This design comes from an exercise in tuning for a short achievable clock period and few clock cycles on the open sky130 flow, not from production work. Function was checked by simulation only, so behaviour that the tests miss may differ from the original. Power figures rest on the tool's default switching activity, not on a simulated workload.

`flow/flow/run.sh`:
```
#!/bin/bash
# The standard layout (standard.sh) with repair_timing's gate cloning turned
# off: clones it made after global routing were left driving more load than
# the library allows. Each step's full log is in orfs/logs/; make's own output
# is in make.log in this folder.
set -euo pipefail
export SKIP_GATE_CLONING=1
bash standard.sh finish > make.log 2>&1
```
`flow/standard.sh`:
```
#!/bin/bash
# synth_recipe.tcl (not shown) runs the flow's synth.tcl, then flattens the netlist and writes it again
# the make line also repeats each setting of config.mk as NAME=value (left out here)
make -C /OpenROAD-flow-scripts/flow DESIGN_CONFIG=/design/flow/config.mk WORK_HOME=/design/flow/orfs CLKGATE_MAP_FILE= SYNTH_SCRIPT=/design/flow/synth_recipe.tcl "${@:-finish}"
```
`flow/config.mk`:
```
export PLATFORM = sky130hd
export DESIGN_NAME = npu
export DESIGN_NICKNAME = npu
export VERILOG_FILES = /design/flow/design.v
export SDC_FILE = /design/flow/constraint.sdc
export NUM_CORES = 4
export LEC_CHECK = 0
export ABC_CLOCK_PERIOD_IN_PS = 1000
export CAP_MARGIN = 20
export CORE_MARGIN = 2
export CORE_UTILIZATION = 25
export MIN_ROUTING_LAYER = met2
export PLACE_DENSITY = 0.4
export SETUP_SLACK_MARGIN = 4.8
export SLEW_MARGIN = 20
export TNS_END_PERCENT = 100
```
`flow/constraint.sdc`:
```
create_clock -name core_clock -period 8.0 [get_ports {i_clk}]
set_input_delay 1.6000 -clock core_clock [delete_from_list [all_inputs] [get_ports {i_clk}]]
set_output_delay 1.6000 -clock core_clock [all_outputs]
set_load 0.01 [all_outputs]
```
`flow/design.v`:
```
package npu_pkg;
    localparam int EW   = 16;
    localparam int DOTW = 4;
    localparam int VW   = EW * DOTW;
    localparam int VRFD  = 16;
    localparam int VRFAW = 4;
    localparam int INST_DEPTH = 32;
    localparam int INST_ADDRW = 5;
    localparam int IW         = 16;
    localparam int INPUT_BUFFER_SIZE = 8;
    localparam logic [2:0] OP_END  = 3'd0;
    localparam logic [2:0] OP_LOAD = 3'd1;
    localparam logic [2:0] OP_ADD  = 3'd2;
    localparam logic [2:0] OP_SUB  = 3'd3;
    localparam logic [2:0] OP_MUL  = 3'd4;
    localparam logic [2:0] OP_RELU = 3'd5;
    localparam int I_OP_LSB  = 13;
    localparam int I_REPORT  = 12;
    localparam int I_DST_LSB = 8;
    localparam int I_S0_LSB  = 4;
    localparam int I_S1_LSB  = 0;
endpackage
module npu_fifo #(
    parameter int DEPTH = 8,
    parameter int W     = 64
) (
    input  logic         i_clk,
    input  logic         i_rst_n,
    input  logic         i_wr_en,
    output logic         o_wr_rdy,
    input  logic [W-1:0] i_wr_din,
    input  logic         i_rd_1,      
    input  logic         i_rd_2,      
    output logic         o_rd_rdy,    
    output logic         o_rd_rdy2,   
    output logic [W-1:0] o_rd_dout,
    output logic [W-1:0] o_rd_dout2
);
    localparam int AW = $clog2(DEPTH);
    logic [W-1:0]  mem [DEPTH];
    logic [AW-1:0] wr_ptr;
    logic [DEPTH-1:0] rd_oh;    
    logic [DEPTH-1:0] rd_oh1;
    logic [DEPTH-1:0] rd_oh2;
    logic [AW:0]   count;
    logic          do_wr;
    logic [AW:0]   cnt [3];
    logic [AW:0]   cnt_nxt;
    assign do_wr      = i_wr_en && o_wr_rdy;
    assign rd_oh1 = {rd_oh[DEPTH-2:0], rd_oh[DEPTH-1]};
    assign rd_oh2 = {rd_oh1[DEPTH-2:0], rd_oh1[DEPTH-1]};
    always_comb begin
        o_rd_dout  = '0;
        o_rd_dout2 = '0;
        for (int i = 0; i < DEPTH; i++) begin
            o_rd_dout  = o_rd_dout  | ({W{rd_oh[i]}}  & mem[i]);
            o_rd_dout2 = o_rd_dout2 | ({W{rd_oh1[i]}} & mem[i]);
        end
    end
    for (genvar k = 0; k < 3; k++) begin : g_cnt
        assign cnt[k] = count + (AW+1)'(do_wr) - (AW+1)'(k);
    end
    assign cnt_nxt = i_rd_2 ? cnt[2] : (i_rd_1 ? cnt[1] : cnt[0]);
    logic [2:0] wr_rdy_k;
    logic [2:0] rd_rdy_k;
    logic [2:0] rd_rdy2_k;
    for (genvar k = 0; k < 3; k++) begin : g_flags
        assign wr_rdy_k[k]  = (cnt[k] != (AW+1)'(DEPTH));
        assign rd_rdy_k[k]  = (cnt[k] != '0);
        assign rd_rdy2_k[k] = (cnt[k] > (AW+1)'(1));
    end
    always_ff @(posedge i_clk) begin
        if (do_wr) begin
            mem[wr_ptr] <= i_wr_din;
        end
    end
    always_ff @(posedge i_clk or negedge i_rst_n) begin
        if (!i_rst_n) begin
            wr_ptr    <= '0;
            rd_oh     <= DEPTH'(1);
            count     <= '0;
            o_wr_rdy  <= 1'b1;
            o_rd_rdy  <= 1'b0;
            o_rd_rdy2 <= 1'b0;
        end else begin
            if (do_wr) wr_ptr <= wr_ptr + 1'b1;
            rd_oh     <= i_rd_2 ? rd_oh2 : (i_rd_1 ? rd_oh1 : rd_oh);
            count     <= cnt_nxt;
            o_wr_rdy  <= i_rd_2 ? wr_rdy_k[2]  : (i_rd_1 ? wr_rdy_k[1]  : wr_rdy_k[0]);
            o_rd_rdy  <= i_rd_2 ? rd_rdy_k[2]  : (i_rd_1 ? rd_rdy_k[1]  : rd_rdy_k[0]);
            o_rd_rdy2 <= i_rd_2 ? rd_rdy2_k[2] : (i_rd_1 ? rd_rdy2_k[1] : rd_rdy2_k[0]);
        end
    end
endmodule
module inst_fetch (
    input  logic                             i_clk,
    input  logic                             i_inst_wr_en,
    input  logic [npu_pkg::INST_ADDRW-1:0]   i_inst_wr_addr,
    input  logic [npu_pkg::IW-1:0]           i_inst_wr_din,
    input  logic [2*npu_pkg::INST_ADDRW-1:0] i_ra,
    output logic [2*npu_pkg::IW-1:0]         o_rd,
    input  logic [npu_pkg::INST_ADDRW-1:0]   i_off,
    output logic [4*npu_pkg::IW-1:0]         o_rd4
);
    localparam int AW = npu_pkg::INST_ADDRW;
    localparam int IW = npu_pkg::IW;
    logic [IW-1:0] imem [npu_pkg::INST_DEPTH];
    always_ff @(posedge i_clk) begin
        if (i_inst_wr_en) begin
            imem[i_inst_wr_addr] <= i_inst_wr_din;
        end
    end
    for (genvar k = 0; k < 2; k++) begin : g_rd
        assign o_rd[IW*k +: IW] = imem[i_ra[AW*k +: AW]];
    end
    logic [2:0]    hi;
    logic [2:0]    hi1;
    logic [1:0]    lo;
    logic [IW-1:0] bank [4];
    assign hi  = i_off[4:2];
    assign hi1 = hi + 3'd1;
    assign lo  = i_off[1:0];
    for (genvar k = 0; k < 4; k++) begin : g_bank
        assign bank[k] = imem[{((2'(k) < lo) ? hi1 : hi), 2'(k)}];
    end
    for (genvar t = 0; t < 4; t++) begin : g_word
        assign o_rd4[IW*t +: IW] = bank[2'(lo + 2'(t))];
    end
endmodule
module npu_nxt (
    input  logic [npu_pkg::IW-1:0]      i_qa,
    input  logic [npu_pkg::IW-1:0]      i_qb,
    input  logic                        i_norelu,
    input  logic [1:0]                  i_xw,
    input  logic [2*npu_pkg::VRFAW-1:0] i_xd,
    input  logic [2:0]                  i_k1,
    input  logic [2:0]                  i_k0,
    input  logic [1:0]                  i_mv,
    input  logic [2*npu_pkg::VRFAW-1:0] i_md,
    input  logic [1:0]                  i_wv,
    input  logic [2*npu_pkg::VRFAW-1:0] i_wd,
    input  logic [1:0]                  i_wmv,
    input  logic [2*npu_pkg::VRFAW-1:0] i_wmd,
    output logic [4*14-1:0]             o_sel,
    output logic [4*npu_pkg::VRFD-1:0]  o_rfoh,
    output logic                        o_fa,
    output logic                        o_fb,
    output logic                        o_h2
);
    localparam int RW = npu_pkg::VRFAW;
    localparam int OL = npu_pkg::I_OP_LSB;
    localparam int DL = npu_pkg::I_DST_LSB;
    localparam int S0 = npu_pkg::I_S0_LSB;
    localparam int S1 = npu_pkg::I_S1_LSB;
    logic [2:0]    opa;
    logic [2:0]    opb;
    logic          ub0;
    logic          ub1;
    logic          ra;
    logic          la;
    logic          lb;
    logic [RW-1:0] src [4];
    logic [3:0]    ov;
    assign opa  = i_qa[OL +: 3];
    assign opb  = i_qb[OL +: 3];
    assign ub0  = (opb == npu_pkg::OP_ADD) || (opb == npu_pkg::OP_SUB) ||
                  (opb == npu_pkg::OP_MUL) || (opb == npu_pkg::OP_RELU);
    assign ub1  = (opb == npu_pkg::OP_ADD) || (opb == npu_pkg::OP_SUB) ||
                  (opb == npu_pkg::OP_MUL);
    assign o_fa = ub0 && (i_qb[S0 +: RW] == i_qa[DL +: RW]);
    assign o_fb = ub1 && (i_qb[S1 +: RW] == i_qa[DL +: RW]);
    assign ra   = (opa == npu_pkg::OP_RELU) && !i_norelu;
    assign la   = (opa == npu_pkg::OP_LOAD);
    assign lb   = (opb == npu_pkg::OP_LOAD);
    assign o_h2 = la && lb;
    assign src[0] = i_qa[S0 +: RW];
    assign src[1] = i_qa[S1 +: RW];
    assign src[2] = (o_fa && ra) ? i_qa[S0 +: RW] : i_qb[S0 +: RW];
    assign src[3] = (o_fb && ra) ? i_qa[S0 +: RW] : i_qb[S1 +: RW];
    assign ov     = {o_fb && la, (o_fa && la) || lb, 1'b0, la};
    for (genvar p = 0; p < 4; p++) begin : g_port
        logic [1:0] hx;
        logic [1:0] hm;
        logic [1:0] hw;
        logic [1:0] hwm;
        logic       t1;
        logic       t0;
        logic       n1;
        logic       n2;
        logic       n3;
        for (genvar k = 0; k < 2; k++) begin : g_k
            assign hx[k]  = i_xw[k]  && (i_xd[RW*k +: RW]  == src[p]);
            assign hm[k]  = i_mv[k]  && (i_md[RW*k +: RW]  == src[p]);
            assign hw[k]  = i_wv[k]  && (i_wd[RW*k +: RW]  == src[p]);
            assign hwm[k] = i_wmv[k] && (i_wmd[RW*k +: RW] == src[p]);
        end
        assign t1 = !ov[p] && hx[1];
        assign t0 = !ov[p] && !hx[1] && hx[0];
        assign n1 = !ov[p] && !hx[1] && !hx[0];
        assign n2 = n1 && !hm[1] && !hw[1];
        assign n3 = n2 && !hm[0] && !hw[0];
        assign o_sel[14*p + 0]  = t1 && i_k1[0];
        assign o_sel[14*p + 1]  = t1 && i_k1[1];
        assign o_sel[14*p + 2]  = t1 && i_k1[2];
        assign o_sel[14*p + 3]  = t0 && i_k0[0];
        assign o_sel[14*p + 4]  = t0 && i_k0[1];
        assign o_sel[14*p + 5]  = t0 && i_k0[2];
        assign o_sel[14*p + 6]  = n1 && hm[1];
        assign o_sel[14*p + 7]  = n1 && hw[1];
        assign o_sel[14*p + 8]  = n2 && hm[0];
        assign o_sel[14*p + 9]  = n2 && hw[0];
        assign o_sel[14*p + 10] = n3 && hwm[1];
        assign o_sel[14*p + 11] = n3 && !hwm[1] && hwm[0];
        assign o_sel[14*p + 12] = n3 && !hwm[1] && !hwm[0];
        assign o_sel[14*p + 13] = ov[p];
        assign o_rfoh[npu_pkg::VRFD*p +: npu_pkg::VRFD] = npu_pkg::VRFD'(1) << src[p];
    end
endmodule
module vrf (
    input  logic                        i_clk,
    input  logic                        i_rst_n,
    input  logic [4*npu_pkg::VRFD-1:0]  i_ra_oh,
    output logic [4*npu_pkg::VW-1:0]    o_rd,
    input  logic [3:0]                  i_we,
    input  logic [4*npu_pkg::VRFAW-1:0] i_wa,
    input  logic [4*npu_pkg::VW-1:0]    i_wd
);
    localparam int RW = npu_pkg::VRFAW;
    localparam int VW = npu_pkg::VW;
    localparam int RD = npu_pkg::VRFD;
    logic [VW-1:0] regs [RD];
    always_comb begin
        o_rd = '0;
        for (int k = 0; k < 4; k++) begin
            for (int r = 0; r < RD; r++) begin
                o_rd[VW*k +: VW] = o_rd[VW*k +: VW] | ({VW{i_ra_oh[RD*k + r]}} & regs[r]);
            end
        end
    end
    always_ff @(posedge i_clk or negedge i_rst_n) begin
        if (!i_rst_n) begin
            for (int i = 0; i < RD; i++) begin
                regs[i] <= '0;
            end
        end else begin
            for (int i = 0; i < RD; i++) begin
                for (int k = 0; k < 4; k++) begin
                    if (i_we[k] && i_wa[RW*k +: RW] == RW'(i)) begin
                        regs[i] <= i_wd[VW*k +: VW];
                    end
                end
            end
        end
    end
endmodule
module npu_byp (
    input  logic [13:0]               i_sel,
    input  logic [npu_pkg::VW-1:0]    i_ov_val,
    input  logic [npu_pkg::VW-1:0]    i_rf,
    input  logic [2*npu_pkg::VW-1:0]  i_x_sum,
    input  logic [2*npu_pkg::VW-1:0]  i_x_dif,
    input  logic [2*npu_pkg::VW-1:0]  i_x_oth,
    input  logic [2*npu_pkg::VW-1:0]  i_m_val,
    input  logic [2*npu_pkg::VW-1:0]  i_w_val,
    input  logic [2*npu_pkg::VW-1:0]  i_wm_val,
    output logic [npu_pkg::VW-1:0]    o_val
);
    localparam int VW = npu_pkg::VW;
    logic [VW-1:0] early;
    assign early = ({VW{i_sel[2]}}  & i_x_oth[VW +: VW]) |
                   ({VW{i_sel[5]}}  & i_x_oth[0 +: VW]) |
                   ({VW{i_sel[7]}}  & i_w_val[VW +: VW]) |
                   ({VW{i_sel[9]}}  & i_w_val[0 +: VW]) |
                   ({VW{i_sel[10]}} & i_wm_val[VW +: VW]) |
                   ({VW{i_sel[11]}} & i_wm_val[0 +: VW]) |
                   ({VW{i_sel[12]}} & i_rf) |
                   ({VW{i_sel[13]}} & i_ov_val);
    assign o_val = ({VW{i_sel[0]}} & i_x_sum[VW +: VW]) |
                   ({VW{i_sel[1]}} & i_x_dif[VW +: VW]) |
                   ({VW{i_sel[3]}} & i_x_sum[0 +: VW]) |
                   ({VW{i_sel[4]}} & i_x_dif[0 +: VW]) |
                   ({VW{i_sel[6]}} & i_m_val[VW +: VW]) |
                   ({VW{i_sel[8]}} & i_m_val[0 +: VW]) |
                   early;
endmodule
module npu_csa (
    input  logic [15:0] i_a,
    input  logic [15:0] i_b,
    input  logic [15:0] i_c,
    output logic [15:0] o_s,
    output logic [15:0] o_c
);
    assign o_s = i_a ^ i_b ^ i_c;
    assign o_c = {((i_a[14:0] & i_b[14:0]) | (i_a[14:0] & i_c[14:0]) | (i_b[14:0] & i_c[14:0])), 1'b0};
endmodule
module npu_mul_s1 (
    input  logic [15:0] i_x,
    input  logic [15:0] i_y,
    output logic [63:0] o_rows
);
    logic [15:0] r [16];
    for (genvar j = 0; j < 16; j++) begin : g_pp
        assign r[j] = i_y[j] ? (i_x << j) : 16'd0;
    end
    logic [15:0] l1 [11];
    for (genvar k = 0; k < 5; k++) begin : g_l1
        npu_csa u (.i_a(r[3*k]), .i_b(r[3*k+1]), .i_c(r[3*k+2]), .o_s(l1[2*k]), .o_c(l1[2*k+1]));
    end
    assign l1[10] = r[15];
    logic [15:0] l2 [8];
    for (genvar k = 0; k < 3; k++) begin : g_l2
        npu_csa u (.i_a(l1[3*k]), .i_b(l1[3*k+1]), .i_c(l1[3*k+2]), .o_s(l2[2*k]), .o_c(l2[2*k+1]));
    end
    assign l2[6] = l1[9];
    assign l2[7] = l1[10];
    logic [15:0] l3 [6];
    for (genvar k = 0; k < 2; k++) begin : g_l3
        npu_csa u (.i_a(l2[3*k]), .i_b(l2[3*k+1]), .i_c(l2[3*k+2]), .o_s(l3[2*k]), .o_c(l3[2*k+1]));
    end
    assign l3[4] = l2[6];
    assign l3[5] = l2[7];
    logic [15:0] l4 [4];
    for (genvar k = 0; k < 2; k++) begin : g_l4
        npu_csa u (.i_a(l3[3*k]), .i_b(l3[3*k+1]), .i_c(l3[3*k+2]), .o_s(l4[2*k]), .o_c(l4[2*k+1]));
    end
    assign o_rows = {l4[3], l4[2], l4[1], l4[0]};
endmodule
module npu_mul_s2 (
    input  logic [63:0] i_rows,
    output logic [15:0] o_p
);
    logic [15:0] s5;
    logic [15:0] c5;
    logic [15:0] s6;
    logic [15:0] c6;
    npu_csa u5 (.i_a(i_rows[15:0]), .i_b(i_rows[31:16]), .i_c(i_rows[47:32]), .o_s(s5), .o_c(c5));
    npu_csa u6 (.i_a(s5), .i_b(c5), .i_c(i_rows[63:48]), .o_s(s6), .o_c(c6));
    npu_add16 u_cpa (.i_a(s6), .i_b(c6), .i_ci(1'b0), .o_s(o_p));
endmodule
module exec_unit (
    input  logic [15:0] i_a,
    input  logic [15:0] i_b,
    input  logic        i_za,
    input  logic        i_zb,
    input  logic        i_add,
    input  logic        i_sub,
    input  logic        i_relu,
    output logic [15:0] o_sum,
    output logic [15:0] o_dif,
    output logic [15:0] o_oth,
    output logic [15:0] o_r
);
    logic [15:0] sum;
    logic [15:0] dif;
    logic [15:0] neg;
    npu_add16 u_sum (.i_a(i_a),   .i_b(i_b),  .i_ci(1'b0), .o_s(sum));
    npu_add16 u_dif (.i_a(i_a),   .i_b(~i_b), .i_ci(1'b1), .o_s(dif));
    npu_add16 u_neg (.i_a(16'd0), .i_b(~i_b), .i_ci(1'b1), .o_s(neg));
    always_comb begin
        case ({i_za, i_zb})
            2'b00:   begin o_sum = sum;   o_dif = dif;   end
            2'b10:   begin o_sum = i_b;   o_dif = neg;   end
            2'b01:   begin o_sum = i_a;   o_dif = i_a;   end
            default: begin o_sum = 16'd0; o_dif = 16'd0; end
        endcase
    end
    assign o_oth = i_a & {16{~(i_za || (i_relu && i_a[15]))}};
    assign o_r   = i_add ? o_sum : (i_sub ? o_dif : o_oth);
endmodule
module npu_add16 (
    input  logic [15:0] i_a,
    input  logic [15:0] i_b,
    input  logic        i_ci,
    output logic [15:0] o_s
);
    logic [15:0] p;
    logic [15:0] g [5];
    logic [15:0] q [5];
    assign p    = i_a ^ i_b;
    assign g[0] = (i_a & i_b) | {15'd0, p[0] & i_ci};
    assign q[0] = p;
    for (genvar l = 0; l < 4; l++) begin : g_lvl
        localparam int D = 1 << l;
        for (genvar i = 0; i < 16; i++) begin : g_bit
            if (i >= D) begin : g_comb
                assign g[l+1][i] = g[l][i] | (q[l][i] & g[l][i-D]);
                assign q[l+1][i] = q[l][i] & q[l][i-D];
            end else begin : g_pass
                assign g[l+1][i] = g[l][i];
                assign q[l+1][i] = q[l][i];
            end
        end
    end
    assign o_s = p ^ {g[4][14:0], i_ci};
endmodule
module npu (
    input  logic                           i_clk,
    input  logic                           i_rst_n,
    input  logic                           i_inst_wr_en,
    input  logic [npu_pkg::INST_ADDRW-1:0] i_inst_wr_addr,
    input  logic [npu_pkg::IW-1:0]         i_inst_wr_din,
    input  logic                           i_in_wr_en,
    output logic                           o_in_wr_rdy,
    input  logic [npu_pkg::VW-1:0]         i_in_wr_din,
    input  logic                           i_start,
    input  logic [npu_pkg::INST_ADDRW-1:0] i_pc_start_offset,
    output logic                           o_out_valid,
    output logic [npu_pkg::VW-1:0]         o_out_data,
    output logic                           o_done
);
    localparam int VW = npu_pkg::VW;
    localparam int IW = npu_pkg::IW;
    localparam int AW = npu_pkg::INST_ADDRW;
    localparam int RW = npu_pkg::VRFAW;
    localparam int OL = npu_pkg::I_OP_LSB;
    localparam int RP = npu_pkg::I_REPORT;
    localparam int DL = npu_pkg::I_DST_LSB;
    localparam int S0 = npu_pkg::I_S0_LSB;
    localparam int S1 = npu_pkg::I_S1_LSB;
    function automatic logic uses_s0(input logic [2:0] op);
        uses_s0 = (op == npu_pkg::OP_ADD) || (op == npu_pkg::OP_SUB) ||
                  (op == npu_pkg::OP_MUL) || (op == npu_pkg::OP_RELU);
    endfunction
    function automatic logic uses_s1(input logic [2:0] op);
        uses_s1 = (op == npu_pkg::OP_ADD) || (op == npu_pkg::OP_SUB) ||
                  (op == npu_pkg::OP_MUL);
    endfunction
    logic [AW-1:0] pc;
    logic [AW-1:0] pc1;
    logic [AW-1:0] off;
    logic [AW-1:0] off1;
    logic [AW-1:0] off2;
    logic [IW-1:0] w_s0;    
    logic [IW-1:0] w_s1;
    logic [IW-1:0] w_s2;
    logic [IW-1:0] w_s3;
    logic [IW-1:0] w_p0;    
    logic [IW-1:0] w_p1;
    assign off  = i_pc_start_offset;
    assign off1 = off + AW'(1);
    assign off2 = off + AW'(2);
    inst_fetch u_imem (
        .i_clk          (i_clk),
        .i_inst_wr_en   (i_inst_wr_en),
        .i_inst_wr_addr (i_inst_wr_addr),
        .i_inst_wr_din  (i_inst_wr_din),
        .i_ra           ({pc1, pc}),
        .o_rd           ({w_p1, w_p0}),
        .i_off          (off),
        .o_rd4          ({w_s3, w_s2, w_s1, w_s0})
    );
    logic          vec_1;
    logic          vec_2;
    logic          rdy1;
    logic          rdy2;
    logic [VW-1:0] head;
    logic [VW-1:0] head2;
    npu_fifo #(
        .DEPTH (npu_pkg::INPUT_BUFFER_SIZE),
        .W     (VW)
    ) u_in_buffer (
        .i_clk      (i_clk),
        .i_rst_n    (i_rst_n),
        .i_wr_en    (i_in_wr_en),
        .o_wr_rdy   (o_in_wr_rdy),
        .i_wr_din   (i_in_wr_din),
        .i_rd_1     (vec_1),
        .i_rd_2     (vec_2),
        .o_rd_rdy   (rdy1),
        .o_rd_rdy2  (rdy2),
        .o_rd_dout  (head),
        .o_rd_dout2 (head2)
    );
    logic          running;
    logic [IW-1:0] q0;         
    logic [IW-1:0] q1;
    logic [IW-1:0] q2;
    logic [IW-1:0] q3;
    logic          first_q;    
    logic          fa_q;       
    logic          fb_q;       
    logic [13:0]   sel_q [4];  
    logic [npu_pkg::VRFD-1:0] rfoh_q [4];   
    logic          h2_q;       
    logic [1:0]    x_v;
    logic [1:0]    x_add;
    logic [1:0]    x_sub;
    logic [1:0]    x_relu;
    logic [1:0]    x_mul;
    logic [1:0]    x_rep;
    logic [RW-1:0] x_dst [2];
    logic [VW-1:0] x_a [2];
    logic [VW-1:0] x_b [2];
    logic [3:0]    x_za1;      
    logic [3:0]    x_zb1;      
    logic [VW-1:0] x_res [2];
    logic [VW-1:0] x_sum [2];
    logic [VW-1:0] x_dif [2];
    logic [VW-1:0] x_oth [2];
    logic [1:0]    m_v;
    logic [1:0]    m_rep;
    logic [RW-1:0] m_dst [2];
    logic [4*VW-1:0] m_rows [2];
    logic [4*VW-1:0] m_rows_d [2];
    logic [VW-1:0] m_res [2];
    logic [1:0]    wx_v;
    logic [RW-1:0] wx_dst [2];
    logic [VW-1:0] wx_val [2];
    logic [1:0]    wm_v;
    logic [RW-1:0] wm_dst [2];
    logic [VW-1:0] wm_val [2];
    logic [2:0]    op0;
    logic [2:0]    op1;
    logic          rep0;
    logic          rep1;
    logic [RW-1:0] dst0;
    logic [RW-1:0] dst1;
    logic [RW-1:0] s00;
    logic [RW-1:0] s01;
    logic [RW-1:0] s10;
    logic [RW-1:0] s11;
    logic          u00;
    logic          u01;
    logic          u10;
    logic          u11;
    logic [1:0]    xm;         
    logic          xmrep;
    logic          haz0;
    logic          haz1;
    logic          conf0;
    logic          conf1;
    logic          c0;
    logic          dep;
    logic          fusable;
    logic          pair;
    logic          fra;
    logic          frb;
    logic [IW-1:0] iw0;
    logic [2:0]    iop0;
    logic          q0_end;
    assign op0  = q0[OL +: 3];
    assign op1  = q1[OL +: 3];
    assign rep0 = q0[RP];
    assign rep1 = q1[RP];
    assign dst0 = q0[DL +: RW];
    assign dst1 = q1[DL +: RW];
    assign s00  = q0[S0 +: RW];
    assign s01  = q0[S1 +: RW];
    assign s10  = q1[S0 +: RW];
    assign s11  = q1[S1 +: RW];
    assign u00  = uses_s0(op0);
    assign u01  = uses_s1(op0);
    assign u10  = uses_s0(op1);
    assign u11  = uses_s1(op1);
    assign xm    = x_v & x_mul;
    assign xmrep = |(xm & x_rep);
    assign haz0  = (xm[0] && ((u00 && s00 == x_dst[0]) || (u01 && s01 == x_dst[0]))) ||
                   (xm[1] && ((u00 && s00 == x_dst[1]) || (u01 && s01 == x_dst[1])));
    assign haz1  = (xm[0] && ((u10 && s10 == x_dst[0]) || (u11 && s11 == x_dst[0]))) ||
                   (xm[1] && ((u10 && s10 == x_dst[1]) || (u11 && s11 == x_dst[1])));
    assign conf0 = xmrep && rep0 && (op0 != npu_pkg::OP_MUL);
    assign conf1 = xmrep && rep1 && (op1 != npu_pkg::OP_MUL);
    assign q0_end = (op0 == npu_pkg::OP_END);
    assign c0 = running && !q0_end && !haz0 && !conf0 &&
                !((op0 == npu_pkg::OP_LOAD) && !rdy1);
    assign fusable = (op0 == npu_pkg::OP_LOAD) || ((op0 == npu_pkg::OP_RELU) && !first_q);
    assign dep     = fa_q || fb_q;
    assign fra     = fa_q && (op0 == npu_pkg::OP_RELU) && !first_q;
    assign frb     = fb_q && (op0 == npu_pkg::OP_RELU) && !first_q;
    assign pair = c0 && (op1 != npu_pkg::OP_END) && !haz1 && !conf1 &&
                  !(rep0 && rep1 && !((op0 != npu_pkg::OP_MUL) && (op1 == npu_pkg::OP_MUL))) &&
                  !(dep && !fusable) &&
                  !((op0 == npu_pkg::OP_MUL) && (op1 != npu_pkg::OP_MUL) && (dst1 == dst0)) &&
                  !((op1 == npu_pkg::OP_LOAD) &&
                    ((op0 == npu_pkg::OP_LOAD) ? !rdy2 : !rdy1));
    assign iw0     = q0;
    assign iop0    = iw0[OL +: 3];
    always_comb begin
        logic la;
        logic lb;
        la = c0 && (op0 == npu_pkg::OP_LOAD);
        lb = pair && (op1 == npu_pkg::OP_LOAD);
        vec_1 = !i_start && (la ^ lb);
        vec_2 = !i_start && la && lb;
    end
    logic [4*VW-1:0] rf_rd;
    logic [VW-1:0]   opv [4];
    vrf u_vrf (
        .i_clk   (i_clk),
        .i_rst_n (i_rst_n),
        .i_ra_oh ({rfoh_q[3], rfoh_q[2], rfoh_q[1], rfoh_q[0]}),
        .o_rd    (rf_rd),
        .i_we    ({wx_v[1], wx_v[0], wm_v[1], wm_v[0]}),
        .i_wa    ({wx_dst[1], wx_dst[0], wm_dst[1], wm_dst[0]}),
        .i_wd    ({wx_val[1], wx_val[0], wm_val[1], wm_val[0]})
    );
    for (genvar p = 0; p < 4; p++) begin : g_op
        npu_byp u_byp (
            .i_sel    (sel_q[p]),
            .i_ov_val ((p == 2 && h2_q) ? head2 : head),
            .i_rf     (rf_rd[VW*p +: VW]),
            .i_x_sum  ({x_sum[1], x_sum[0]}),
            .i_x_dif  ({x_dif[1], x_dif[0]}),
            .i_x_oth  ({x_oth[1], x_oth[0]}),
            .i_m_val  ({m_res[1], m_res[0]}),
            .i_w_val  ({wx_val[1], wx_val[0]}),
            .i_wm_val ({wm_val[1], wm_val[0]}),
            .o_val    (opv[p])
        );
    end
    function automatic logic [2:0] kind_fn(input logic [2:0] op);
        kind_fn[0] = (op == npu_pkg::OP_ADD);
        kind_fn[1] = (op == npu_pkg::OP_SUB);
        kind_fn[2] = (op != npu_pkg::OP_ADD) && (op != npu_pkg::OP_SUB) &&
                     (op != npu_pkg::OP_MUL);
    endfunction
    localparam int NC = 4;     
    logic [IW-1:0]   cqa [NC];
    logic [IW-1:0]   cqb [NC];
    logic [4*14-1:0] csel [NC];
    logic [4*npu_pkg::VRFD-1:0] crf [NC];
    logic [NC-1:0]   cfa;
    logic [NC-1:0]   cfb;
    logic [NC-1:0]   ch2;
    logic [1:0]      cxw [NC];
    logic [2*RW-1:0] cxd [NC];
    logic [2:0]      ck0 [NC];
    logic [2:0]      ck1 [NC];
    logic [1:0]      mv_n;
    logic [1:0]      wv_n;
    logic [1:0]      wmv_n;
    logic [1:0]      nm;
    assign cqa[0] = q0;
    assign cqb[0] = q1;
    assign cqa[1] = q1;
    assign cqb[1] = q2;
    assign cqa[2] = q2;
    assign cqb[2] = q3;
    assign cqa[3] = w_s0;
    assign cqb[3] = w_s1;
    assign nm     = {op1 != npu_pkg::OP_MUL, op0 != npu_pkg::OP_MUL};
    assign cxw[0] = 2'b00;
    assign cxw[1] = {1'b0, nm[0]};
    assign cxw[2] = nm;
    assign cxw[3] = 2'b00;
    assign cxd[0] = {dst1, dst0};
    assign cxd[1] = {dst1, dst0};
    assign cxd[2] = {dst1, dst0};
    assign cxd[3] = {dst1, dst0};
    for (genvar c = 0; c < 3; c++) begin : g_ck
        assign ck0[c] = kind_fn(op0);
        assign ck1[c] = kind_fn(op1);
    end
    assign ck0[3] = 3'b100;
    assign ck1[3] = 3'b000;
    assign mv_n  = xm;
    assign wv_n  = x_v & ~x_mul;
    assign wmv_n = m_v;
    for (genvar c = 0; c < NC; c++) begin : g_cand
        npu_nxt u_nxt (
            .i_qa     (cqa[c]),
            .i_qb     (cqb[c]),
            .i_norelu (c == 3),
            .i_xw     (cxw[c]),
            .i_xd     (cxd[c]),
            .i_k1     (ck1[c]),
            .i_k0     (ck0[c]),
            .i_mv     ((c == 3) ? 2'b00 : mv_n),
            .i_md     ({x_dst[1], x_dst[0]}),
            .i_wv     ((c == 3) ? 2'b00 : wv_n),
            .i_wd     ({x_dst[1], x_dst[0]}),
            .i_wmv    ((c == 3) ? 2'b00 : wmv_n),
            .i_wmd    ({m_dst[1], m_dst[0]}),
            .o_sel    (csel[c]),
            .o_rfoh   (crf[c]),
            .o_fa     (cfa[c]),
            .o_fb     (cfb[c]),
            .o_h2     (ch2[c])
        );
    end
    logic [1:0] cn;            
    always_comb begin
        if (i_start)              cn = 2'd3;
        else if (running && pair) cn = 2'd2;
        else if (running && c0)   cn = 2'd1;
        else                      cn = 2'd0;
    end
    always_ff @(posedge i_clk or negedge i_rst_n) begin
        if (!i_rst_n) begin
            q0      <= '0;
            q1      <= '0;
            q2      <= '0;
            q3      <= '0;
            first_q <= 1'b0;
            fa_q    <= 1'b0;
            fb_q    <= 1'b0;
            h2_q    <= 1'b0;
            for (int p = 0; p < 4; p++) begin
                sel_q[p]  <= '0;
                rfoh_q[p] <= '0;
            end
        end else begin
            first_q <= i_start;
            q0      <= cqa[cn];
            q1      <= cqb[cn];
            case (cn)
                2'd1:    begin q2 <= q3;   q3 <= w_p0; end
                2'd2:    begin q2 <= w_p0; q3 <= w_p1; end
                2'd3:    begin q2 <= w_s2; q3 <= w_s3; end
                default: begin q2 <= q2;   q3 <= q3;   end
            endcase
            fa_q    <= cfa[cn];
            fb_q    <= cfb[cn];
            h2_q    <= ch2[cn];
            for (int p = 0; p < 4; p++) begin
                sel_q[p]  <= csel[cn][14*p +: 14];
                rfoh_q[p] <= crf[cn][npu_pkg::VRFD*p +: npu_pkg::VRFD];
            end
        end
    end
    for (genvar k = 0; k < 2; k++) begin : g_slot
        for (genvar i = 0; i < npu_pkg::DOTW; i++) begin : g_lane
            logic [15:0] a;
            logic [15:0] b;
            logic        za;
            logic        zb;
            logic [63:0] rows;
            assign a  = x_a[k][16*i +: 16];
            assign b  = x_b[k][16*i +: 16];
            assign za = (k == 1) ? x_za1[i] : 1'b0;
            assign zb = (k == 1) ? x_zb1[i] : 1'b0;
            exec_unit u_alu (
                .i_a    (a),
                .i_b    (b),
                .i_za   (za),
                .i_zb   (zb),
                .i_add  (x_add[k]),
                .i_sub  (x_sub[k]),
                .i_relu (x_relu[k]),
                .o_sum  (x_sum[k][16*i +: 16]),
                .o_dif  (x_dif[k][16*i +: 16]),
                .o_oth  (x_oth[k][16*i +: 16]),
                .o_r    (x_res[k][16*i +: 16])
            );
            npu_mul_s1 u_mul1 (
                .i_x    (a),
                .i_y    (b),
                .o_rows (rows)
            );
            assign m_rows_d[k][64*i +: 64] = rows & {64{~(za || zb)}};
            npu_mul_s2 u_mul2 (
                .i_rows (m_rows[k][64*i +: 64]),
                .o_p    (m_res[k][16*i +: 16])
            );
        end
    end
    logic [1:0] rx;
    logic [1:0] rm;
    assign rx = x_v & ~x_mul & x_rep;
    assign rm = m_v & m_rep;
    always_ff @(posedge i_clk) begin
        x_add[0]  <= (iop0 == npu_pkg::OP_ADD);
        x_sub[0]  <= (iop0 == npu_pkg::OP_SUB);
        x_relu[0] <= (iop0 == npu_pkg::OP_RELU);
        x_mul[0]  <= (iop0 == npu_pkg::OP_MUL);
        x_rep[0]  <= iw0[RP];
        x_dst[0]  <= iw0[DL +: RW];
        x_a[0]    <= opv[0];
        x_b[0]    <= opv[1];
        x_add[1]  <= (op1 == npu_pkg::OP_ADD);
        x_sub[1]  <= (op1 == npu_pkg::OP_SUB);
        x_relu[1] <= (op1 == npu_pkg::OP_RELU);
        x_mul[1]  <= (op1 == npu_pkg::OP_MUL);
        x_rep[1]  <= rep1;
        x_dst[1]  <= dst1;
        x_a[1]    <= opv[2];
        x_b[1]    <= opv[3];
        for (int i = 0; i < npu_pkg::DOTW; i++) begin
            x_za1[i] <= fra && opv[2][16*i+15];
            x_zb1[i] <= frb && opv[3][16*i+15];
        end
        for (int k = 0; k < 2; k++) begin
            m_rep[k]  <= x_rep[k];
            m_dst[k]  <= x_dst[k];
            m_rows[k] <= m_rows_d[k];
            wx_dst[k] <= x_dst[k];
            wx_val[k] <= x_res[k];
            wm_dst[k] <= m_dst[k];
            wm_val[k] <= m_res[k];
        end
        o_out_data <= ({VW{rx[1]}} & x_res[1]) | ({VW{rx[0]}} & x_res[0]) |
                      ({VW{rm[1]}} & m_res[1]) | ({VW{rm[0]}} & m_res[0]);
    end
    always_ff @(posedge i_clk or negedge i_rst_n) begin
        if (!i_rst_n) begin
            running     <= 1'b0;
            pc          <= '0;
            pc1         <= '0;
            x_v         <= '0;
            m_v         <= '0;
            wx_v        <= '0;
            wm_v        <= '0;
            o_out_valid <= 1'b0;
            o_done      <= 1'b0;
        end else begin
            x_v         <= i_start ? 2'b00 : {pair, c0};
            m_v         <= xm;
            wx_v        <= x_v & ~x_mul;
            wm_v        <= m_v;
            o_out_valid <= |{rx, rm};
            if (i_start) begin
                running <= 1'b1;
                o_done  <= 1'b0;
                pc  <= off + AW'(4);
                pc1 <= off + AW'(5);
            end else if (running) begin
                if (pair) begin
                    pc  <= pc + AW'(2);
                    pc1 <= pc1 + AW'(2);
                end else if (c0) begin
                    pc  <= pc + AW'(1);
                    pc1 <= pc1 + AW'(1);
                end else if (q0_end && !(|xm)) begin
                    running <= 1'b0;
                    o_done  <= 1'b1;
                end
            end
        end
    end
endmodule
```
==> results.sh, run 1 <==
export IMPL_syn_num_nets=28200
export IMPL_overflow=10100
export IMPL_cts_buffers=459
export IMPL_gp_congestion=1.14
export IMPL_ys_seq_area_share_pct=33.1
export IMPL_clock_path_buffers=5
export IMPL_cts_sinks=3166
export IMPL_yosys_area_share_xor_xnor_pct=2.61
export IMPL_yosysTopAreaCellShare_pct=12.9
export IMPL_synth_edf_count=1024
export IMPL_status="stopped before the end"
export IMPL_synth_common_cells="clkbuf_1 (2478), a22oi_1 (2291), nand2_1 (2090), nor2_1 (1786), o21ai_0 (1703)"
export IMPL_synth_ff_latch_count=3166
export IMPL_netlist_area_um2=241000
export IMPL_die_x_um=986
export IMPL_stop_stage="global routing"
export IMPL_io_buffers=161
export IMPL_start_util_pct=25.1
export IMPL_grt_pass1_vias=416000
export IMPL_synth_async_reset_ratio_pct=39.5
export IMPL_yosysWarnings=67
export IMPL_yosysTopAreaCell="dfrtp_1"
export IMPL_dieHeight_um=986
export IMPL_synthAdderAreaFrac_pct=8.76
export IMPL_yosysUniqueCellTypes=120
export IMPL_synth_most_common_cell="clkbuf_1"
export IMPL_synth_simple_gate_area_share_pct=12.7
export IMPL_dp_hpwl_mm=1400
export IMPL_grt_pass1_wl_mm=3450
export IMPL_track_usage_pct=77.9
export IMPL_synth_compound_area_share_pct=27.1
export IMPL_cts_max_level=5
export IMPL_syn_inst=26800
export IMPL_synth_top_family_by_area="compound AO/OA/AOI/OAI gates"
export IMPL_synthMuxAreaShare_pct=9.37
export IMPL_ys_flop_type="dfrtp_1"
export IMPL_synthTopCellsByArea="dfrtp_1 (13%), edfxtp_1 (13%), dfxtp_1 (7.4%)"
export IMPL_root_buffer="clkbuf_16"
export IMPL_place_area_um2=262000
export IMPL_grt_max_degree=99
export IMPL_core_rowCount=360
export IMPL_avgSynthCellArea_um2=8.99
export IMPL_error="[ERROR GRT-0116] Global routing finished with congestion. Check the congestion regions in the DRC Viewer."
export IMPL_ios=162
cells by family after synthesis:
family / count (synthesis)
mux: 1703
fa+ha+maj: 1277
simple gates: 6603
flops: 3166
buf+inv: 3989
compound gates: 9388
xor+xnor: 711
worst max path at each step:
stage                     slack [ps]            startpoint      endpoint
after CTS                       4050  i_pc_start_offset[2]  sel_q[2][13]
after detailed placement        1110  i_pc_start_offset[0]  sel_q[3][12]
after global placement          1120  i_pc_start_offset[0]  sel_q[3][12]
after floorplan                 3100  i_pc_start_offset[2]  rfoh_q[2][2]
stage by stage:
| step | hold WS, ps | power, mW | instances | utilization [%] | setup slack [ps] |
|---|---|---|---|---|---|
| 2_1_floorplan | 329 | 60.1 | 26800 | - | 3100 |
| 3_3_place_gp | 439 | 101 | 38200 | 27.2 | 1120 |
| 3_5_place_dp | 433 | 101 | 38200 | 27.2 | 1110 |
| 4_1_cts | 405 | 135 | 40100 | 31.1 | 4050 |
power by group through the flow:
stage / Sequential [mW] / Combinational, mW / Clock, mW
after floorplan: 24.4 / 35.8 / 0
after global placement: 33.7 / 67.8 / 0
after detailed placement: 33.5 / 67.5 / 0
after CTS: 31.8 / 80.8 / 22.3
what timing repair did:
action                     in CTS
hold endpoints to repair        0
gates cloned                    0
setup endpoints to repair    1715
hold buffers                    0
resized for setup            3248
buffers inserted             1024
pin swaps                     752
per-layer routing:
layer / overflow / global-route usage [%]
met4: 1191 / 62.7
met5: 645 / 62.8
met3: 5964 / 84.9
met2: 2317 / 81.3
met1: - / -
Testbench counts, summed over its fixed seeds: cycles 4,025.
==> run 2, diff against run 1 <==
--- a/flow/config.mk
+++ b/flow/config.mk
@@ -9,6 +9,7 @@
 export CAP_MARGIN = 20
+export CELL_PAD_IN_SITES_DETAIL_PLACEMENT = 2
+export CELL_PAD_IN_SITES_GLOBAL_PLACEMENT = 2
 export CORE_MARGIN = 2
-export CORE_UTILIZATION = 25
-export MIN_ROUTING_LAYER = met2
-export PLACE_DENSITY = 0.4
+export CORE_UTILIZATION = 20
+export PLACE_DENSITY = 0.45
 export SETUP_SLACK_MARGIN = 4.8
==> results.sh, run 2 <==
export IMPL_area_delta_synth_final_pct=29.1
export IMPL_synth_ff_latch_count=3166
export IMPL_drt_first_iter_violations=39800
export IMPL_final_common_cell="a22oi_1"
export IMPL_num_vias=276000
export IMPL_synth_edf_count=1024
export IMPL_reg_top3="u_vrf.regs (1024), u_imem.imem (512), u_in_buffer.mem (512)"
export IMPL_ios=162
export IMPL_dieHeight_mm=1.10
export IMPL_fin_skew_ps=149
export IMPL_die_x_mm=1.10
export IMPL_firstDrtPassIters=9
export IMPL_clock_path_buffers=5
export IMPL_yosysUniqueCellTypes=120
export IMPL_dp_cells=41200
export IMPL_grt_antenna_before_repair=331
export IMPL_hold_viol=0
export IMPL_wire_per_inst_um=48.6
export IMPL_die_area_um2=1220000
export IMPL_cap_violations=0
export IMPL_overflow=0
export IMPL_min_period_ps=3960
export IMPL_root_buffer="clkbuf_16"
export IMPL_drive_gt1_share_pct=23.5
export IMPL_cp_required_ps=9100
export IMPL_cts_sinks=3166
export IMPL_nNetsFinal=28400
export IMPL_yosysTopAreaCell="dfrtp_1"
export IMPL_drt_wl_total_mm=2130
export IMPL_avgSynthCellArea_um2=8.99
export IMPL_worst_slew_pin_slew_ps=1310
export IMPL_crit_fanout=6
export IMPL_cts_tree="yes"
export IMPL_gp_congestion=0.928
export IMPL_status="complete, but fails checks"
export IMPL_start_util_pct=20.1
export IMPL_syn_inst=26800
export IMPL_regToRegSetupSlack_ps=4200
export IMPL_drv_slew=0
export IMPL_hold_buffers=0
export IMPL_critPathKind="in2reg"
export IMPL_power_per_cell_area_nw_per_um2=449
export IMPL_reg2reg_to="rfoh_q[1][4]"
export IMPL_insertion_delay_ps=1240
export IMPL_synthTopCellsByArea="dfrtp_1 (13%), edfxtp_1 (13%), dfxtp_1 (7.4%)"
export IMPL_ys_seq_area_share_pct=33.1
export IMPL_grt_pass1_vias=267000
export IMPL_final_cell_mix="a22oi_1 (2170), nand2_1 (2007), nor2_1 (1622)"
export IMPL_cp_arrival_ps=5060
export IMPL_largest_register_ffs=1024
export IMPL_dp_hpwl_mm=1320
export IMPL_core_rowCount=403
export IMPL_timing_setup_tns_ps=0
export IMPL_synth_common_cells="clkbuf_1 (2478), a22oi_1 (2291), nand2_1 (2090), nor2_1 (1786), o21ai_0 (1703)"
export IMPL_cts_max_level=5
export IMPL_netlist_area_um2=241000
export IMPL_period_share_pct=49.5
export IMPL_rr_worst_depth=16
export IMPL_drc_errors=0
export IMPL_ant_nets=1
export IMPL_fmax_ghz=0.253
export IMPL_rsz0062_at_grt="yes"
export IMPL_finalSetupViolCount=0
export IMPL_top_register="u_vrf.regs"
export IMPL_regToRegStartpoint="q0[0]"
export IMPL_cts_buffers=446
export IMPL_synth_most_common_cell="clkbuf_1"
export IMPL_io_buffers=161
export IMPL_cts_clk_slew_worst_paths_ps=70
export IMPL_grt_max_degree=119
export IMPL_viasPerCell=6.32
export IMPL_core_um2=1200000
export IMPL_yosysWarnings=67
export IMPL_ys_flop_type="dfrtp_1"
export IMPL_track_usage_pct=33.0
export IMPL_p_leak_nw=117
export IMPL_end_kind="flop"
export IMPL_violatedChecks="antenna rules"
export IMPL_yosysTopAreaCellShare_pct=12.9
export IMPL_layout_cells_non_filler=43800
export IMPL_syn_num_nets=28200
export IMPL_ir_drop_mv=0.253
export IMPL_grt_pass1_wl_mm=2710
export IMPL_slew_headroom_pct=12.3
export IMPL_crit_path_start_kind="primary input"
export IMPL_holdCritPathClass="in2async"
export IMPL_synth_async_reset_ratio_pct=39.5
-- run 2: cell counts after synthesis --
No cell type changed its count.
-- run 2: repair_timing --
| action | CTS | global route |
|---|---|---|
| setup buffers | 980 | 437 |
| pin swaps | 705 | 833 |
| resized for setup | 3283 | 1382 |
| endpoints found under the setup margin | 1879 | 1113 |
-- run 2: cell families after synthesis --
group	after synthesis	synth area share, %
buffers and inverters	3989	6.31
adder cells (fa/ha/maj)	1277	8.76
multiplexers	1703	9.37
AND/OR/NAND/NOR	6603	12.7
AO/OA/AOI/OAI	9388	27.1
XOR/XNOR	711	2.61
flip-flops	3166	33.1
-- run 2: worst max-delay path by stage --
stage | startpoint | endpoint | slack (ps) | cells past startpoint
6_report | i_pc_start_offset[0] | rfoh_q[1][4] | 4040 | 17
5_1_grt | i_pc_start_offset[0] | rfoh_q[1][12] | 4010 | 17
4_1_cts | i_pc_start_offset[0] | sel_q[3][12] | 4140 | 17
3_5_place_dp | i_pc_start_offset[1] | sel_q[3][12] | 980 | 12
3_3_place_gp | i_pc_start_offset[1] | sel_q[3][12] | 1040 | 16
2_1_floorplan | i_pc_start_offset[2] | rfoh_q[2][2] | 3100 | 18
-- run 2: final cells by class --
class / instances / area (um2)
antenna: 363 / 908
clock buffer: 626 / 12700
clock inverter: 177 / 1990
fill: 133000 / 892000
inverter: 976 / 3880
multi-input combinational: 19700 / 159000
sequential: 3166 / 81200
tap: 16000 / 20000
timing repair buffer: 2778 / 31900
-- run 2: stage by stage --
step	instance area [um2]	power [mW]	setup slack, ps	hold WS, ps	utilization (%)
CTS	300000	131	4140	139	25.0
global route	311000	142	4010	172	25.8
floorplan	242000	60.1	3100	329	-
finish	312000	140	4040	189	25.9
detailed placement	263000	97.8	983	434	21.9
global placement	263000	97.0	1040	422	21.9
-- run 2: worst max-delay path, cell delays in order --
cell	delay [ps]
buf_6	100
buf_12	130
ha_4	210
buf_6	150
and3b_1	190
buf_6	140
nor2_4	190
buf_6	160
mux4_2	340
nor2_2	140
nor2_2	60
a21o_1	190
a222oi_1	660
buf_4	280
o21ai_4	100
or2_4	280
nor2_2	110
-- run 2: per-layer routing --
layer  global-route usage [%]  wire [um]
met1                     41.9     847000
met2                     46.8     865000
met3                     12.1     249000
met4                     20.9     163000
met5                    0.445       3730
-- run 2: power breakdown --
part           switching [mW]  total (mW)  internal [mW]
Clock                    9.26        21.4           12.2
Sequential               11.5        32.9           21.4
Combinational            57.2        85.6           28.5
Total                    77.9         140           62.1
==> run 3, diff against run 2 <==
--- a/flow/config.mk
+++ b/flow/config.mk
@@ -8,3 +8,3 @@
 export ABC_CLOCK_PERIOD_IN_PS = 1000
-export CAP_MARGIN = 20
+export CAP_MARGIN = 40
 export CELL_PAD_IN_SITES_DETAIL_PLACEMENT = 2
@@ -12,6 +12,6 @@
 export CORE_MARGIN = 2
-export CORE_UTILIZATION = 20
-export PLACE_DENSITY = 0.45
+export CORE_UTILIZATION = 25
+export PLACE_DENSITY = 0.4
 export SETUP_SLACK_MARGIN = 4.8
-export SLEW_MARGIN = 20
+export SLEW_MARGIN = 40
 export TNS_END_PERCENT = 100
==> results.sh, run 3 <==
export IMPL_track_usage_pct=43.8
export IMPL_yosysTopAreaCellShare_pct=12.9
export IMPL_cp_arrival_ps=5170
export IMPL_p_int_mw=63.8
export IMPL_status="no timing/DRC/antenna violations"
export IMPL_wire_per_inst_um=54.3
export IMPL_end_kind="flop"
export IMPL_min_period_ps=4130
export IMPL_cp_required_ps=9050
export IMPL_syn_inst=26800
export IMPL_cts_tree="yes"
export IMPL_num_vias=279000
export IMPL_netSwitchingPower_mw=79.9
export IMPL_cts_sinks=3166
export IMPL_ir_drop_mv=0.333
export IMPL_hold_viol=0
export IMPL_regToRegSetupSlack_ps=4270
export IMPL_syn_num_nets=28200
export IMPL_synth_async_reset_ratio_pct=39.5
export IMPL_layout_cells_non_filler=41200
export IMPL_dp_cells=38200
export IMPL_io_buffers=161
export IMPL_start_util_pct=25.1
export IMPL_avgSynthCellArea_um2=8.99
export IMPL_cap_violations=0
export IMPL_ys_flop_type="dfrtp_1"
export IMPL_reg2reg_to="x_a[1][59]"
export IMPL_viasPerCell=6.77
export IMPL_worst_slew_pin_slew_ps=1140
export IMPL_grt_pass1_vias=269000
export IMPL_root_buffer="clkbuf_16"
export IMPL_crit_path_start_kind="primary input"
export IMPL_grt_antenna_before_repair=344
export IMPL_p_sw_share_pct=55.6
export IMPL_top_register="u_vrf.regs"
export IMPL_fill_cells=104000
export IMPL_core_rowCount=360
export IMPL_regArea_um2=81300
export IMPL_fin_util_pct=32.6
export IMPL_grt_max_degree=111
export IMPL_drt_first_iter_violations=39800
export IMPL_pwr_share_comb_pct=61.8
export IMPL_dp_hpwl_mm=1440
export IMPL_timing_setup_tns_ps=0
export IMPL_ios=162
export IMPL_nNetsFinal=28800
export IMPL_core_um2=961000
export IMPL_overflow=0
export IMPL_yosysTopAreaCell="dfrtp_1"
export IMPL_dieHeight_um=986
export IMPL_reg_top3="u_vrf.regs (1024), u_imem.imem (512), u_in_buffer.mem (512)"
export IMPL_power_mw=144
export IMPL_rr_worst_depth=9
export IMPL_yosysWarnings=67
export IMPL_die_area_um2=973000
export IMPL_synthTopCellsByArea="dfrtp_1 (13%), edfxtp_1 (13%), dfxtp_1 (7.4%)"
export IMPL_multi_input_area_um2=160000
export IMPL_cts_clk_slew_worst_paths_ps=50
export IMPL_synth_common_cells="clkbuf_1 (2478), a22oi_1 (2291), nand2_1 (2090), nor2_1 (1786), o21ai_0 (1703)"
export IMPL_crit_fanout=7
export IMPL_pwr_share_clk_pct=15.4
export IMPL_ant_nets=0
export IMPL_regToRegStartpoint="u_in_buffer.rd_oh[4]"
export IMPL_final_common_cell="a22oi_1"
export IMPL_firstDrtPassIters=10
export IMPL_ys_seq_area_share_pct=33.1
export IMPL_clock_path_buffers=5
export IMPL_drive_gt1_share_pct=25.1
export IMPL_area_delta_synth_final_pct=29.8
export IMPL_fmax_ghz=0.242
export IMPL_grt_pass1_wl_mm=2850
export IMPL_rsz0062_at_grt="yes"
export IMPL_insertion_delay_ps=1230
export IMPL_final_cell_mix="a22oi_1 (2221), nand2_1 (2004), buf_4 (1805)"
export IMPL_synth_edf_count=1024
export IMPL_finalSetupViolCount=0
export IMPL_gp_congestion=0.927
export IMPL_largest_register_ffs=1024
export IMPL_netlist_area_um2=241000
export IMPL_p_seq_share_pct=22.8
export IMPL_cts_max_level=5
export IMPL_slew_headroom_pct=23.7
export IMPL_p_leak_nw=119
export IMPL_fin_skew_ps=128
export IMPL_drv_slew=0
export IMPL_cts_buffers=466
export IMPL_synth_ff_latch_count=3166
export IMPL_power_per_cell_area_nw_per_um2=459
export IMPL_yosysUniqueCellTypes=120
export IMPL_critPathKind="in2reg"
export IMPL_holdCritPathClass="in2async"
export IMPL_synth_most_common_cell="clkbuf_1"
export IMPL_die_x_um=986
export IMPL_period_share_pct=51.6
export IMPL_drc_errors=0
export IMPL_drt_wl_total_mm=2240
[run 3: how the worst max path moves through the flow]
stage                         endpoint  slack (ps)            startpoint
after global placement    sel_q[3][12]         990  i_pc_start_offset[0]
after global routing      sel_q[2][13]        3870  i_pc_start_offset[2]
after detailed placement  sel_q[3][12]         910  i_pc_start_offset[0]
final                     sel_q[2][13]        3870  i_pc_start_offset[2]
after floorplan           rfoh_q[2][2]        3100  i_pc_start_offset[2]
after CTS                 sel_q[3][12]        4080  i_pc_start_offset[2]
[run 3: per-layer routing]
metal / vias to the layer above / global-route usage [%] / wire [um]
li1: 103000 / - / -
met1: 149000 / 54.5 / 879000
met2: 20400 / 61.6 / 908000
met3: 6535 / 15.2 / 242000
met4: 110 / 34.2 / 206000
met5: - / 0.423 / 1100
[run 3: logic make-up after synthesis]
kind of cell | Yosys count | synth area share [%]
compound gates | 9388 | 27.1
xor+xnor | 711 | 2.61
fa+ha+maj | 1277 | 8.76
buf+inv | 3989 | 6.31
flops | 3166 | 33.1
mux | 1703 | 9.37
simple gates | 6603 | 12.7
[run 3: layout make-up]
cell class              instances  share of cell area, %
clock buffers                 650                   4.22
clock inverters               195                  0.703
flip-flops and latches       3166                   26.0
diodes                        551                  0.440
repair buffers               3106                   11.1
inverters                     976                   1.26
well taps                   12900                   5.14
multi-input cells           19700                   51.1
[run 3: through the flow]
| step | hold WS, ps | cell area, um2 | worst slack, ps |
|---|---|---|---|
| final | 388 | 313000 | 3870 |
| after global routing | 401 | 312000 | 3870 |
| after CTS | 391 | 300000 | 4080 |
| after detailed placement | 426 | 263000 | 907 |
| after global placement | 436 | 260000 | 991 |
| after floorplan | 329 | 242000 | 3100 |
[run 3: power groups by stage]
| stage | Combinational [mW] | Clock (mW) | Sequential (mW) |
|---|---|---|---|
| after floorplan | 35.8 | 0 | 24.4 |
| after global placement | 66.0 | 0 | 33.7 |
| after detailed placement | 67.4 | 0 | 33.6 |
| after CTS | 79.5 | 22.4 | 32.1 |
| after global routing | 89.9 | 22.9 | 32.6 |
| final | 88.8 | 22.2 | 32.7 |
[run 3: critical path, stage by stage]
cell and delay (ps):
buf_16 190, clkinv_16 90, ha_4 330, buf_12 160
buf_12 140, mux2_4 310, mux4_2 530, a221oi_2 330
a32oi_2 180, buf_4 190, xnor2_2 130, nor2_2 100
nand4_1 190, o211ai_1 270, buf_4 180, and3_4 180
[run 3: timing repair]
item	CTS	global route
endpoints found under the setup margin	1833	936
hold buffers	0	0
pin swaps	667	888
buffers inserted	978	549
gates resized for setup	3221	1554
==> run 4, diff against run 3 <==
==> flow/config.mk (replaced) <==
export PLATFORM = sky130hd
export DESIGN_NAME = npu
export DESIGN_NICKNAME = npu
export VERILOG_FILES = /design/flow/design.v
export SDC_FILE = /design/flow/constraint.sdc
export NUM_CORES = 4
export LEC_CHECK = 0
export ABC_CLOCK_PERIOD_IN_PS = 1000
export CAP_MARGIN = 20
export CELL_PAD_IN_SITES_DETAIL_PLACEMENT = 3
export CELL_PAD_IN_SITES_GLOBAL_PLACEMENT = 3
export CORE_MARGIN = 2
export CORE_UTILIZATION = 18
export PLACE_DENSITY = 0.55
export SETUP_SLACK_MARGIN = 4.8
export SLEW_MARGIN = 20
export TNS_END_PERCENT = 100
==> results.sh, run 4 <==
export IMPL_status="complete, but fails checks"
export IMPL_violatedChecks="slew limit"
export IMPL_yosysTopAreaCell="dfrtp_1"
export IMPL_grt_pass1_wl_mm=2790
export IMPL_cts_buffers=431
export IMPL_wire_per_inst_um=48.2
export IMPL_netlist_area_um2=241000
export IMPL_ant_nets=0
export IMPL_synth_edf_count=1024
export IMPL_synthAdderAreaFrac_pct=8.76
export IMPL_num_vias=286000
export IMPL_crit_path_start_kind="primary input"
export IMPL_core_um2=1340000
export IMPL_crit_family="compound AO/OA/AOI/OAI gates"
export IMPL_synth_most_common_cell="clkbuf_1"
export IMPL_area_delta_synth_final_pct=30.8
export IMPL_critPathKind="in2reg"
export IMPL_cp_required_ps=9090
export IMPL_yosys_area_share_xor_xnor_pct=2.61
export IMPL_viasPerCell=6.26
export IMPL_yosysWarnings=67
export IMPL_ys_seq_area_share_pct=33.1
export IMPL_start_util_pct=18.0
export IMPL_slew_headroom_pct=-10.5
export IMPL_ios=162
export IMPL_cts_tree="yes"
export IMPL_multi_input_area_um2=160000
export IMPL_critPathMaxStageDelay_ps=550
export IMPL_period_share_pct=49.6
export IMPL_reg_top3="u_vrf.regs (1024), u_imem.imem (512), u_in_buffer.mem (512)"
export IMPL_cts_max_level=5
export IMPL_synth_async_reset_ratio_pct=39.5
export IMPL_track_usage_pct=30.4
export IMPL_rsz0062_at_grt="yes"
export IMPL_grt_antenna_before_repair=370
export IMPL_fill_cells=157000
export IMPL_nNetsFinal=28500
export IMPL_synth_ff_latch_count=3166
export IMPL_min_period_ps=3970
export IMPL_power_per_cell_area_nw_per_um2=456
export IMPL_holdCritPathClass="in2async"
export IMPL_gp_congestion=0.936
export IMPL_synth_simple_gate_area_share_pct=12.7
export IMPL_cts_clk_slew_worst_paths_ps=60
export IMPL_dieHeight_mm=1.16
export IMPL_die_x_mm=1.16
export IMPL_final_common_cell="a22oi_1"
export IMPL_drt_first_iter_violations=42900
export IMPL_die_area_um2=1350000
export IMPL_grt_max_degree=110
export IMPL_synthTopCellsByArea="dfrtp_1 (13%), edfxtp_1 (13%), dfxtp_1 (7.4%)"
export IMPL_yosysTopAreaCellShare_pct=12.9
export IMPL_drive_gt1_share_pct=24.0
export IMPL_cp_arrival_ps=5060
export IMPL_syn_inst=26800
export IMPL_firstDrtPassIters=10
export IMPL_drc_errors=0
export IMPL_crit_path_cell_trace="buf_8 > buf_8 > ha_4 > buf_12 > buf_12 > mux2_4 > mux4_2 > a221oi_4 > a32oi_4 > buf_6 > xnor2_2 > nor2_2 > nand4_1 > o211ai_1 > nand3_1"
export IMPL_insertion_delay_ps=1260
export IMPL_core_rowCount=425
export IMPL_crit_fanout=6
export IMPL_dp_hpwl_mm=1350
export IMPL_hold_buffers=0
export IMPL_timing_setup_tns_ps=0
export IMPL_ir_drop_mv=0.308
export IMPL_overflow=0
export IMPL_avgSynthCellArea_um2=8.99
export IMPL_synthMuxAreaShare_pct=9.37
export IMPL_slowest_stage="mux4_2"
export IMPL_cap_violations=0
export IMPL_path_buf_inv=5
export IMPL_synth_top_family_by_area="compound AO/OA/AOI/OAI gates"
export IMPL_largest_register_ffs=1024
export IMPL_drt_wl_total_mm=2200
export IMPL_io_buffers=161
export IMPL_yosysUniqueCellTypes=120
export IMPL_synth_common_cells="clkbuf_1 (2478), a22oi_1 (2291), nand2_1 (2090), nor2_1 (1786), o21ai_0 (1703)"
export IMPL_syn_num_nets=28200
export IMPL_cts_sinks=3166
export IMPL_dp_cells=42900
export IMPL_layout_cells_non_filler=45700
export IMPL_p_leak_nw=117
export IMPL_drv_slew=44
export IMPL_ys_flop_type="dfrtp_1"
export IMPL_clock_path_buffers=5
export IMPL_top_register="u_vrf.regs"
export IMPL_final_cell_mix="a22oi_1 (2220), nand2_1 (2002), nor2_1 (1611)"
export IMPL_regArea_um2=81100
export IMPL_power_mw=144
export IMPL_root_buffer="clkbuf_16"
export IMPL_hold_viol=0
export IMPL_fin_skew_ps=154
export IMPL_grt_pass1_vias=281000
export IMPL_finalSetupViolCount=0
export IMPL_end_kind="flop"
export IMPL_fmax_ghz=0.252
export IMPL_synth_compound_area_share_pct=27.1
export IMPL_worst_slew_pin_slew_ps=1660
==> run 4: cell counts after synthesis <==
No cell type changed its count.
==> run 4: cells by family (layout without fill, tap and decap cells) <==
family	Yosys count	after routing
other	0	490
multiplexers	1703	1703
XOR/XNOR	711	711
flip-flops	3166	3166
AND/OR/NAND/NOR	6603	6603
buffers and inverters	3989	4621
AO/OA/AOI/OAI	9388	9388
adder cells (fa/ha/maj)	1277	1277
==> run 4: layout make-up <==
cell class | instances | share of cell area, %
multi-input combinational | 19700 | 50.8
sequential | 3166 | 25.7
timing repair buffer | 2877 | 10.3
tap | 17700 | 7.02
clock buffer | 597 | 3.85
inverter | 976 | 1.25
clock inverter | 171 | 0.667
antenna | 490 | 0.388
==> run 4: path summary, 6_finish.rpt <==
check	start	endpoint	slack, ps	depth (start not counted)
worst max-delay path	i_pc_start_offset[1]	sel_q[2][12]	4030	15
worst min-delay path	i_rst_n	o_done	370	1
worst max register to register	u_in_buffer.rd_oh[2]	x_za1[0]	4090	10
worst min register to register	wx_dst[1][2]	wm_dst[1][2]	440	0
max in group asynchronous	i_rst_n	u_vrf.regs[14][58]	5450	3
min in group core_clock	wx_dst[1][2]	wm_dst[1][2]	440	0
==> run 4: timing repair <==
| item | CTS | global route |
|---|---|---|
| setup endpoints to repair | 1969 | 1170 |
| pin swaps | 783 | 869 |
| endpoints found under the hold margin | 0 | 0 |
| setup buffers | 991 | 490 |
| cloned | 0 | 0 |
| gates resized for setup | 3500 | 1592 |
==> run 4: through the flow <==
step	hold slack, ps	util [%]	cell area (um2)	setup slack (ps)
6_report	367	23.6	316000	4030
5_1_grt	363	23.5	315000	3950
4_1_cts	393	22.6	303000	4110
3_5_place_dp	439	19.9	266000	1130
3_3_place_gp	440	19.8	265000	929
2_1_floorplan	329	-	242000	3100
==> run 4: routing by layer <==
metal / vias up / wire [um] / GRT usage (%) / part of all wire (%)
met4: 189 / 172000 / 19.4 / 7.8
met1: 153000 / 852000 / 37.5 / 39
met5: - / 7990 / 1.79 / 0.36
li1: 102000 / - / - / -
met3: 7338 / 287000 / 13.6 / 13
met2: 23500 / 883000 / 42.4 / 40
==> run 4: where the power goes <==
| group | internal, mW | switching, mW | leakage [nW] | total [mW] |
|---|---|---|---|---|
| sequential | 21.4 | 12.1 | 33.2 | 33.5 |
| clock | 12.0 | 9.37 | 6.98 | 21.3 |
| combinational | 29.4 | 59.8 | 77.1 | 89.2 |

-- afterwards: timing with drivers on the ports --
In the flow no input, the clock included, has a driving cell. The finished layouts below were timed again as built, in two steps.
Step 1: set_driving_cell puts a clkbuf_16 on i_clk and a buf_2 on each other input, an assumption about the parent block.
Step 2 moves the port delays by t, midway between the first and last clock arrival at a register: inputs arrive t later, outputs are due t later. That takes back most of the time a late clock gives input paths.
Slacks: no drivers / after step 1 / after step 2; pairs: no drivers / after step 1.
| run | t, ns | setup slack, ns | hold WS [ns] |
|---|---|---|---|
| run 2 | 1.349 | 4.043 / 4.113 / 2.817 | 0.189 / 0.097 / 0.446 |
| run 3 | 1.319 | 3.872 / 3.572 / 2.253 | 0.388 / 0.304 / 0.416 |
| run 4 | 1.333 | 4.034 / 4.085 / 2.763 | 0.367 / 0.325 / 0.436 |
For run 3, which loses most, drivers alone change the setup slack by -0.300 ns; drivers and shift together by -1.619 ns.
